This design comes from an exercise in tuning for a short achievable clock period and few clock cycles on the open sky130 flow, not from production work. Function not checked in this run: the RTL went through the layout flow alone. No activity file was given, so power comes from the tool's default toggle rates.

<file path="flow/run.sh">
#!/bin/bash
# synth_recipe.tcl (not shown) runs the flow's synth.tcl, then flattens the netlist and writes it again
# the make line also repeats each setting of config.mk as NAME=value (left out here)
make -C /OpenROAD-flow-scripts/flow DESIGN_CONFIG=/design/flow/config.mk WORK_HOME=/design/flow/orfs CLKGATE_MAP_FILE= SYNTH_SCRIPT=/design/flow/synth_recipe.tcl finish
</file>
<file path="flow/config.mk">
export PLATFORM = sky130hd
export DESIGN_NAME = cpu_top
export DESIGN_NICKNAME = cpu_top
export VERILOG_FILES = /design/flow/design.v
export SDC_FILE = /design/flow/constraint.sdc
export NUM_CORES = 4
export LEC_CHECK = 0
export ABC_CLOCK_PERIOD_IN_PS = 2500
export CAP_MARGIN = 20
export CORE_MARGIN = 2
export CORE_UTILIZATION = 40
export SETUP_SLACK_MARGIN = 5.0
export SLEW_MARGIN = 20
</file>
<file path="flow/constraint.sdc">
create_clock -name core_clock -period 7.5 [get_ports {clk}]
set_input_delay 1.5000 -clock core_clock [delete_from_list [all_inputs] [get_ports {clk}]]
set_output_delay 1.5000 -clock core_clock [all_outputs]
set_load 0.01 [all_outputs]
</file>
<file path="flow/design.v">
	localparam logic [3:0] OP_HALT     = 4'h0;
	localparam logic [3:0] OP_MOV      = 4'h1;
	localparam logic [3:0] OP_MOVNZ    = 4'h2;
	localparam logic [3:0] OP_MOVEZ    = 4'h3;
	localparam logic [3:0] OP_BUS      = 4'h4;
	localparam logic [3:0] OP_MEMR     = 4'h5;
	localparam logic [3:0] OP_SET      = 4'h6;
	localparam logic [3:0] OP_MEMW     = 4'h7;
	localparam logic [3:0] OP_AND      = 4'h8;
	localparam logic [3:0] OP_OR       = 4'h9;
	localparam logic [3:0] OP_XOR      = 4'hA;
	localparam logic [3:0] OP_ADD      = 4'hB;
	localparam logic [3:0] OP_SHFT     = 4'hC;
	localparam logic [3:0] OP_MUL      = 4'hD;
	localparam logic [3:0] OP_GT       = 4'hE;
	localparam logic [3:0] OP_EQ       = 4'hF;
	localparam int NUM_REGS = 16;
	localparam logic [15:0] TRUE_WORD = 16'hFFFF;
`default_nettype none
module execute_unit (
	input  logic        is_and,
	input  logic        is_or,
	input  logic        is_xor,
	input  logic        is_add,
	input  logic        is_shft,
	input  logic        is_gt,
	input  logic        is_eq,
	input  logic        is_mov,      
	input  logic [15:0] a,
	input  logic [15:0] b,
	input  logic [15:0] mul_a,
	input  logic [15:0] mul_b,
	output logic [15:0] result,
	output logic [127:0] mul_part
);
	localparam logic [3:0] OP_HALT     = 4'h0;
	localparam logic [3:0] OP_MOV      = 4'h1;
	localparam logic [3:0] OP_MOVNZ    = 4'h2;
	localparam logic [3:0] OP_MOVEZ    = 4'h3;
	localparam logic [3:0] OP_BUS      = 4'h4;
	localparam logic [3:0] OP_MEMR     = 4'h5;
	localparam logic [3:0] OP_SET      = 4'h6;
	localparam logic [3:0] OP_MEMW     = 4'h7;
	localparam logic [3:0] OP_AND      = 4'h8;
	localparam logic [3:0] OP_OR       = 4'h9;
	localparam logic [3:0] OP_XOR      = 4'hA;
	localparam logic [3:0] OP_ADD      = 4'hB;
	localparam logic [3:0] OP_SHFT     = 4'hC;
	localparam logic [3:0] OP_MUL      = 4'hD;
	localparam logic [3:0] OP_GT       = 4'hE;
	localparam logic [3:0] OP_EQ       = 4'hF;
	localparam int NUM_REGS = 16;
	localparam logic [15:0] TRUE_WORD = 16'hFFFF;
	always_comb begin
		for (int k = 0; k < 8; k++) begin
			mul_part[16*k +: 16] = ((mul_b[2*k] ? mul_a : 16'd0) +
				(mul_b[2*k+1] ? {mul_a[14:0], 1'b0} : 16'd0)) << (2 * k);
		end
	end
	logic [15:0] sum;
	logic [15:0] shl;
	logic [15:0] shr;
	logic        shift_left;
	logic        shift_out;
	logic        gt;
	logic        eq;
	assign sum = a + b;
	assign shl = a << b[3:0];
	assign shr = a >> b[3:0];
	assign gt  = a > b;
	assign eq  = a == b;
	assign shift_left = |b[15:8];
	assign shift_out  = |b[7:4];
	assign result = ({16{is_and}} & (a & b))
	              | ({16{is_or}}  & (a | b))
	              | ({16{is_xor}} & (a ^ b))
	              | ({16{is_add}} & sum)
	              | ({16{is_shft && !shift_out && shift_left}} & shl)
	              | ({16{is_shft && !shift_out && !shift_left}} & shr)
	              | ({16{is_gt && gt}})
	              | ({16{is_eq && eq}})
	              | ({16{is_mov}} & a);
endmodule
`default_nettype wire
`default_nettype none
module register_file (
	input  logic        clk,
	input  logic        mem_read_ready_stor_reset,
	input  logic [3:0]  read_a_sel,
	input  logic [3:0]  read_b_sel,
	output logic [15:0] read_a,
	output logic [15:0] read_b,
	input  logic        write_en,
	input  logic [3:0]  write_sel,
	input  logic [15:0] write_data
);
	localparam logic [3:0] OP_HALT     = 4'h0;
	localparam logic [3:0] OP_MOV      = 4'h1;
	localparam logic [3:0] OP_MOVNZ    = 4'h2;
	localparam logic [3:0] OP_MOVEZ    = 4'h3;
	localparam logic [3:0] OP_BUS      = 4'h4;
	localparam logic [3:0] OP_MEMR     = 4'h5;
	localparam logic [3:0] OP_SET      = 4'h6;
	localparam logic [3:0] OP_MEMW     = 4'h7;
	localparam logic [3:0] OP_AND      = 4'h8;
	localparam logic [3:0] OP_OR       = 4'h9;
	localparam logic [3:0] OP_XOR      = 4'hA;
	localparam logic [3:0] OP_ADD      = 4'hB;
	localparam logic [3:0] OP_SHFT     = 4'hC;
	localparam logic [3:0] OP_MUL      = 4'hD;
	localparam logic [3:0] OP_GT       = 4'hE;
	localparam logic [3:0] OP_EQ       = 4'hF;
	localparam int NUM_REGS = 16;
	localparam logic [15:0] TRUE_WORD = 16'hFFFF;
	logic [15:0] regs [NUM_REGS];
	logic [NUM_REGS-1:0] written;
	assign read_a = written[read_a_sel] ? regs[read_a_sel] : '0;
	assign read_b = written[read_b_sel] ? regs[read_b_sel] : '0;
	always_ff @(posedge clk) begin
		if (mem_read_ready_stor_reset) begin
			written <= '0;
		end else if (write_en) begin
			written[write_sel] <= 1'b1;
		end
	end
	always_ff @(posedge clk) begin
		if (write_en) begin
			regs[write_sel] <= write_data;
		end
	end
endmodule
`default_nettype wire
`default_nettype none
module cpu_top (
	input  logic        clk,
	input  logic        mem_read_ready_stor_reset,
	output logic        fetch_req,
	output logic [15:0] fetch_addr,
	input  logic        fetch_ack,
	input  logic [15:0] fetch_data,
	output logic        mem_req,
	output logic        mem_we,
	output logic [15:0] mem_addr,
	output logic [15:0] mem_wdata,
	input  logic        mem_ack,
	input  logic [15:0] mem_rdata,
	output logic        halted
);
	localparam logic [3:0] OP_HALT     = 4'h0;
	localparam logic [3:0] OP_MOV      = 4'h1;
	localparam logic [3:0] OP_MOVNZ    = 4'h2;
	localparam logic [3:0] OP_MOVEZ    = 4'h3;
	localparam logic [3:0] OP_BUS      = 4'h4;
	localparam logic [3:0] OP_MEMR     = 4'h5;
	localparam logic [3:0] OP_SET      = 4'h6;
	localparam logic [3:0] OP_MEMW     = 4'h7;
	localparam logic [3:0] OP_AND      = 4'h8;
	localparam logic [3:0] OP_OR       = 4'h9;
	localparam logic [3:0] OP_XOR      = 4'hA;
	localparam logic [3:0] OP_ADD      = 4'hB;
	localparam logic [3:0] OP_SHFT     = 4'hC;
	localparam logic [3:0] OP_MUL      = 4'hD;
	localparam logic [3:0] OP_GT       = 4'hE;
	localparam logic [3:0] OP_EQ       = 4'hF;
	localparam int NUM_REGS = 16;
	localparam logic [15:0] TRUE_WORD = 16'hFFFF;
	logic rst;
	assign rst = mem_read_ready_stor_reset;
	localparam int QN = 8;           
	localparam int QW = 4;           
	logic          fetch_ack_q;
	logic [15:0]   fetch_pc;
	logic          fetch_got;
	logic [15:0]   q [QN];           
	logic [15:0]   q0;
	logic [QW-1:0] q_count;
	logic          q_pop;
	assign fetch_got  = fetch_ack && !fetch_ack_q && (q_count != QW'(QN));
	assign fetch_req  = !fetch_ack;
	assign fetch_addr = fetch_pc;
	assign q0         = q[0];
	always_ff @(posedge clk) begin
		if (rst) begin
			fetch_ack_q <= 1'b0;
			fetch_pc <= '0;
			q_count <= '0;
		end else begin
			fetch_ack_q <= fetch_ack;
			if (fetch_got && !q_pop) q_count <= q_count + 1'b1;
			if (!fetch_got && q_pop) q_count <= q_count - 1'b1;
			if (fetch_got) begin
				fetch_pc <= fetch_pc + 16'd1;
			end
		end
	end
	always_ff @(posedge clk) begin
		for (int i = 0; i < QN; i++) begin
			if (fetch_got && (q_pop ? (q_count == QW'(i + 1)) : (q_count == QW'(i)))) begin
				q[i] <= fetch_data;
			end else if (q_pop && i < QN - 1) begin
				q[i] <= q[(i < QN - 1) ? i + 1 : i];
			end
		end
	end
	logic        imm_pending;    
	logic [3:0]  imm_to;
	logic        stopped;        
	logic [3:0]  d_op, d_from, d_to, d_cond;
	assign d_op   = q0[3:0];
	assign d_from = q0[7:4];
	assign d_to   = q0[11:8];
	assign d_cond = q0[15:12];
	logic [15:0] rf_a, rf_b;
	logic [15:0] d_a, d_b;
	logic        e_valid;
	logic [3:0]  e_to;
	logic [15:0] e_a, e_b;
	logic        e_mem;          
	logic        e_memw;
	logic        e_mreq;         
	logic        e_mul;          
	logic        e_mul2;         
	logic        e_mul3;         
	logic        e_mul4;         
	logic [15:0] m_a, m_b;       
	logic        e_movnz, e_movez, e_memr;
	logic        e_wen;          
	logic        e_and, e_or, e_xor, e_add, e_shft, e_gt, e_eq, e_mov;
	logic [127:0] mul_part;
	logic [127:0] mul_q;
	logic [63:0] mul_q2;
	logic [31:0] mul_q3;
	logic [15:0] mul_sum;
	logic [15:0] e_result;
	logic        e_done;
	logic        e_free;
	logic        d_noexec;
	logic        e_load;
	logic        w_valid;
	logic [3:0]  w_to;
	logic [15:0] w_data;
	logic [15:0] w_alu;          
	logic [15:0] w_other;        
	logic        w_is_alu;
	logic        mem_ack_q;
	logic        mem_req_q;      
	logic        d_mem;
	logic        mem_got;
	logic [15:0] fwd_data;
	logic        fwd_a, fwd_b;
	logic        wb_a, wb_b;
	assign mem_got = mem_ack && !mem_ack_q;
	assign e_done  = e_valid && (e_mem ? mem_got : (!e_mul || e_mul4));
	assign e_free  = !e_valid || e_mul4 || (e_mem && mem_got) ||
		(!e_mem && !e_mul && !(e_to == d_from || e_to == d_cond));
	assign d_noexec = !imm_pending && (d_op == OP_SET || d_op == OP_HALT || d_op == OP_BUS);
	assign q_pop    = (q_count != '0) && !stopped && (e_free || d_noexec);
	assign e_load   = q_pop && !d_noexec;
	assign d_mem    = !imm_pending && (d_op == OP_MEMR || d_op == OP_MEMW);
	assign fwd_data = e_mem ? mem_rdata : mul_sum;
	assign fwd_a = e_valid && (e_mul4 || e_memr) && (e_to == d_from);
	assign fwd_b = e_valid && (e_mul4 || e_memr) && (e_to == d_cond);
	assign wb_a  = w_valid && (w_to == d_from);
	assign wb_b  = w_valid && (w_to == d_cond);
	assign d_a   = fwd_a ? fwd_data : (wb_a ? w_data : rf_a);
	assign d_b   = fwd_b ? fwd_data : (wb_b ? w_data : rf_b);
	always_ff @(posedge clk) begin
		if (rst) begin
			imm_pending <= 1'b0;
			stopped <= 1'b0;
			e_valid <= 1'b0;
			e_mreq <= 1'b0;
			e_mul2 <= 1'b0;
			e_mul3 <= 1'b0;
			e_mul4 <= 1'b0;
			mem_ack_q <= 1'b0;
			mem_req_q <= 1'b0;
			w_valid <= 1'b0;
		end else begin
			mem_ack_q <= mem_ack;
			if (mem_req_q) begin
				mem_req_q <= !mem_ack;
			end else begin
				mem_req_q <= !mem_ack && (e_load ? d_mem : (e_mreq && !mem_got));
			end
			e_mul2 <= e_valid && e_mul && !e_mul2 && !e_mul3 && !e_mul4;
			e_mul3 <= e_mul2;
			e_mul4 <= e_mul3;
			w_valid <= e_done && e_wen;
			if (e_done) begin
				e_valid <= 1'b0;
			end
			if (mem_got) begin
				e_mreq <= 1'b0;
			end
			if (q_pop) begin
				if (imm_pending) begin
					imm_pending <= 1'b0;
					e_valid <= 1'b1;
				end else if (d_op == OP_SET) begin
					imm_pending <= 1'b1;
				end else if (d_op == OP_HALT || d_op == OP_BUS) begin
					stopped <= 1'b1;
				end else begin
					e_valid <= 1'b1;
					e_mreq <= (d_op == OP_MEMR) || (d_op == OP_MEMW);
				end
			end
		end
	end
	always_ff @(posedge clk) begin
		if (q_pop && !imm_pending) begin
			imm_to <= d_to;
		end
		if (e_load) begin
			if (imm_pending) begin
				e_to    <= imm_to;
				e_a     <= q0;
				e_mem   <= 1'b0;
				e_memr  <= 1'b0;
				e_memw  <= 1'b0;
				e_mul   <= 1'b0;
				e_movnz <= 1'b0;
				e_movez <= 1'b0;
				e_and   <= 1'b0;
				e_or    <= 1'b0;
				e_xor   <= 1'b0;
				e_add   <= 1'b0;
				e_shft  <= 1'b0;
				e_gt    <= 1'b0;
				e_eq    <= 1'b0;
				e_mov   <= 1'b1;
			end else begin
				e_to    <= d_to;
				e_a     <= d_a;
				e_b     <= d_b;
				if (d_op == OP_MUL) begin
					m_a <= d_a;
					m_b <= d_b;
				end
				e_mem   <= (d_op == OP_MEMR) || (d_op == OP_MEMW);
				e_memr  <= (d_op == OP_MEMR);
				e_memw  <= (d_op == OP_MEMW);
				e_mul   <= (d_op == OP_MUL);
				e_movnz <= (d_op == OP_MOVNZ);
				e_movez <= (d_op == OP_MOVEZ);
				e_and   <= (d_op == OP_AND);
				e_or    <= (d_op == OP_OR);
				e_xor   <= (d_op == OP_XOR);
				e_add   <= (d_op == OP_ADD);
				e_shft  <= (d_op == OP_SHFT);
				e_gt    <= (d_op == OP_GT);
				e_eq    <= (d_op == OP_EQ);
				e_mov   <= (d_op == OP_MOV) || (d_op == OP_MOVNZ) || (d_op == OP_MOVEZ);
			end
		end
	end
	assign e_wen = !e_memw && !(e_movnz && ~|e_b) && !(e_movez && |e_b);
	execute_unit u_execute_unit (
		.is_and    (e_and),
		.is_or     (e_or),
		.is_xor    (e_xor),
		.is_add    (e_add),
		.is_shft   (e_shft),
		.is_gt     (e_gt),
		.is_eq     (e_eq),
		.is_mov    (e_mov),
		.a         (e_a),
		.b         (e_b),
		.mul_a     (m_a),
		.mul_b     (m_b),
		.result    (e_result),
		.mul_part  (mul_part)
	);
	always_ff @(posedge clk) begin
		mul_q <= mul_part;
		for (int k = 0; k < 4; k++) begin
			mul_q2[16*k +: 16] <= mul_q[32*k +: 16] + mul_q[32*k+16 +: 16];
		end
		for (int k = 0; k < 2; k++) begin
			mul_q3[16*k +: 16] <= mul_q2[32*k +: 16] + mul_q2[32*k+16 +: 16];
		end
	end
	assign mul_sum = mul_q3[15:0] + mul_q3[31:16];
	always_ff @(posedge clk) begin
		w_to   <= e_to;
		w_alu    <= e_result;
		w_other  <= e_mem ? mem_rdata : mul_sum;
		w_is_alu <= !(e_mem || e_mul);
	end
	assign w_data = w_is_alu ? w_alu : w_other;
	assign mem_req   = mem_req_q;
	assign mem_we    = e_memw;
	assign mem_addr  = e_a;
	assign mem_wdata = e_b;
	assign halted = stopped && !e_valid;
	register_file u_register_file (
		.clk                       (clk),
		.mem_read_ready_stor_reset (rst),
		.read_a_sel                (d_from),
		.read_b_sel                (d_cond),
		.read_a                    (rf_a),
		.read_b                    (rf_b),
		.write_en                  (w_valid),
		.write_sel                 (w_to),
		.write_data                (w_data)
	);
endmodule
`default_nettype wire
</file>
==> results.sh <==
export IMPL_switchingPower_mw=8.30
export IMPL_synth_area_top_cells="edfxtp_1 40%, dfxtp_1 13%, mux4_2 10%"
export IMPL_clkPwrFrac_pct=17.5
export IMPL_viasPerCell=5.74
export IMPL_synth_nets=2996
export IMPL_start_kind="input pin"
export IMPL_avgSynthCellArea_um2=12.8
export IMPL_yosysTopAreaCell="edfxtp_1"
export IMPL_fin_ws_ns=4.26
export IMPL_rsz0062_at_grt="true"
export IMPL_dp_slack_ns=3.20
export IMPL_drtIter0Drc=2333
export IMPL_period_needed_ns=3.24
export IMPL_fill_cells=7295
export IMPL_postCtsHoldBufs=0
export IMPL_ys_seq_elements=698
export IMPL_max_slew_margin_pct=40.6
export IMPL_dpl_cell_area_um2=38000
export IMPL_synth_edf_count=470
export IMPL_htreeDepth=3
export IMPL_min_period_over_period_pct=43.2
export IMPL_whs_ns=0.322
export IMPL_ios=88
export IMPL_cp_num_buf_inv=3
export IMPL_worst_skew_pair_late_latency_ns=0.67
export IMPL_hold_viol=0
export IMPL_cts_max_path_buffers=3
export IMPL_worstPathMaxFanout=2
export IMPL_design_area_um2=46300
export IMPL_initial_core_util_pct=40.4
export IMPL_first_pass_iters=7
export IMPL_worst_pin_slew_ns=0.891
export IMPL_dpl_cell_count=3947
export IMPL_final_core_util_pct=52.3
export IMPL_grt_pass1_vias=25286
export IMPL_syn_area_um2=35700
export IMPL_power_density_nw_per_um2=462
export IMPL_critical_path_class="in -> out"
export IMPL_synth_top_cell_area_share_pct=39.5
export IMPL_port_buffers=87
export IMPL_netlist_instances=2782
export IMPL_swShare_pct=38.8
export IMPL_end_kind="primary output"
export IMPL_die_h_um=303
export IMPL_overflow=0
export IMPL_synthArstFlopShare_pct=0
export IMPL_leakagePower_nw=17.4
export IMPL_pwr_share_seq_pct=30.3
export IMPL_setup_violations=0
export IMPL_maxCapViolCount=0
export IMPL_cp_slowest_cell="buf_12"
export IMPL_fmaxAchievable_ghz=0.309
export IMPL_stdcell_count=4408
export IMPL_min_path_type="reg -> reg"
export IMPL_crit_required_ns=6.00
export IMPL_antenna_found_initial=2
export IMPL_drc=0
export IMPL_arrival_ns=1.74
export IMPL_drtAntennaViolNets=0
export IMPL_maxSlewViolCount=0
export IMPL_dieArea_um2=91600
export IMPL_cts_sinks=698
export IMPL_synth_ff_type="edfxtp_1"
export IMPL_root_buffer="clkbuf_16"
export IMPL_grt_max_degree=48
export IMPL_drive_above_1_share_pct=36.2
export IMPL_outcome="complete, no violations"
export IMPL_peakVddDrop_mv=0.216
export IMPL_max_stage_delay_ns=0.11
export IMPL_avgRoutedWirePerCell_um=24.3
export IMPL_ys_types=75
export IMPL_place_gp_congestion=0.910
export IMPL_dp_final_hpwl_um=65900
export IMPL_pwr_share_comb_pct=52.2
export IMPL_tns_ns=0
export IMPL_num_rows=109
export IMPL_ys_seq_area_share_pct=52.3
export IMPL_area_growth_pct=29.6
export IMPL_synth_warnings=4
export IMPL_cts_made_buffers=78
export IMPL_path_cells="buf_12 -> inv_12 -> buf_6"
export IMPL_clock_skew_final_ns=0.0507
export IMPL_die_w_um=303
export IMPL_grt_pass1_wl_um=157000
export IMPL_grt_usage_pct=22.8
export IMPL_fin_nets=3393
export IMPL_cts_tree="built"
export IMPL_num_vias=25294
export IMPL_coreArea_um2=88400
export IMPL_path_clk_slew_ns=0.06
export IMPL_p_total_mw=21.4
export IMPL_totalWireLength_um=107000
export IMPL_cp_top_family="buffers and inverters"
export IMPL_internal_power_mw=13.1
per-layer routing:
layer,global-route usage [%],wire length [um]
met1,29.7,43400
met2,37.8,51400
met3,3.92,7730
met4,9.37,4530
met5,0,34
registers in the layout, indices dropped and copies added, names as in the netlist, 24 cells and up, named ones only:
name,cells
u_register_file.regs,256
q,128
mul_q3,24
mul_q,72
mul_q2,40
cell families after synthesis:
logic type                 after synthesis  synth area share, %
adders and majority gates              178                 6.54
AOI/OAI and AO/OA                      446                 8.24
buffers and inverters                  268                 3.19
xor gates and xnor gates               138                 3.43
DFF                                    698                 52.3
muxes                                  375                 16.7
and+or+nand+nor                        679                 9.54
power groups by stage:
stage | Sequential, mW | Combinational (mW) | Clock (mW)
2_1_floorplan | 6.21 | 5.78 | 0
3_3_place_gp | 6.91 | 7.34 | 0
3_5_place_dp | 6.91 | 7.50 | 0
4_1_cts | 6.46 | 10.1 | 3.82
5_1_grt | 6.55 | 11.8 | 3.97
6_report | 6.47 | 11.2 | 3.74
area by class of cell:
class	count	area, um2	share of cell area (%)
inverters	135	552	1.19
clock buffers	97	2070	4.48
clock inverters	46	452	0.976
flip-flops and latches	698	18700	40.5
diodes	1	2.50	0.00541
repair buffers	447	4880	10.6
multi-input cells	1819	18100	39.1
well taps	1165	1460	3.15
cells in the mapped netlist, types with 13 or more instances:
cell type	count
edfxtp_1	470
dfxtp_1	228
ha_1	164
nor2_1	162
mux4_2	160
nand2_1	160
inv_1	132
a21oi_1	129
mux2_2	128
and2_1	115
xnor2_1	89
clkbuf_1	82
o21ai_0	76
nor2b_1	55
mux2i_1	54
nor3_1	53
xor2_1	47
a211oi_1	44
mux2_1	29
nand3_1	27
a21o_1	25
nand2b_1	25
a2111oi_0	20
buf_2	20
o31ai_1	19
nor4_1	17
o211ai_1	16
a311oi_1	14
fa_1	14
nand4_1	13
what timing repair did:
item	in CTS	in global routing
endpoints found under the setup margin	519	415
pin swaps	67	73
setup buffers	222	73
resized for setup	678	191
cloned	16	6
final timing paths:
check / slack [ns] / depth (start not counted) / from / endpoint
hold reg to reg: 0.32 / 0 / mul_q2[2]$_DFF_P_ / mul_q3[2]$_DFF_P_
setup reg to reg: 4.59 / 10 / q[0][12]$_DFFE_PN_ / q[5][7]$_DFFE_PP_
hold / removal: 0.32 / 0 / mul_q2[2]$_DFF_P_ / mul_q3[2]$_DFF_P_
setup / recovery: 4.26 / 3 / fetch_ack / fetch_req
layout by cell type, fill, tap and decap left out, drive strengths merged, types with 77 or more instances in the layout:
cell type	count
edfxtp	470
and2	116
xnor2	91
mux2	159
inv	133
buf	402
mux4	160
nor2	168
ha	164
o21ai	77
dfxtp	228
nand2	161
a21oi	131
clkbuf	105

[separate check: timing with driven ports]
Ports are ideal in the flow. The routed layout listed here was re-timed in OpenROAD. Step 1, drivers: a clkbuf_16 drives clk and a buf_2 each remaining input, both assumed. Step 2 adds t to the input delays and takes it off the output delays; t is the mean of the earliest and latest rising clock arrival at the registers after step 1. Input paths then give back, and output paths get back, about the clock's delay inside the block. a / b / c = ideal / step 1 / step 2; a / b = the first two.
shift t [ns]: 0.712
slack for setup (ns): 4.259 / 4.208 / 3.858
worst setup path at the end: input to register
clock arrival spread, ns: 0.051 / 0.051
After both steps setup and hold are still met in this run. For this run, drivers alone change the setup slack by -0.051 ns; drivers and shift together by -0.401 ns.
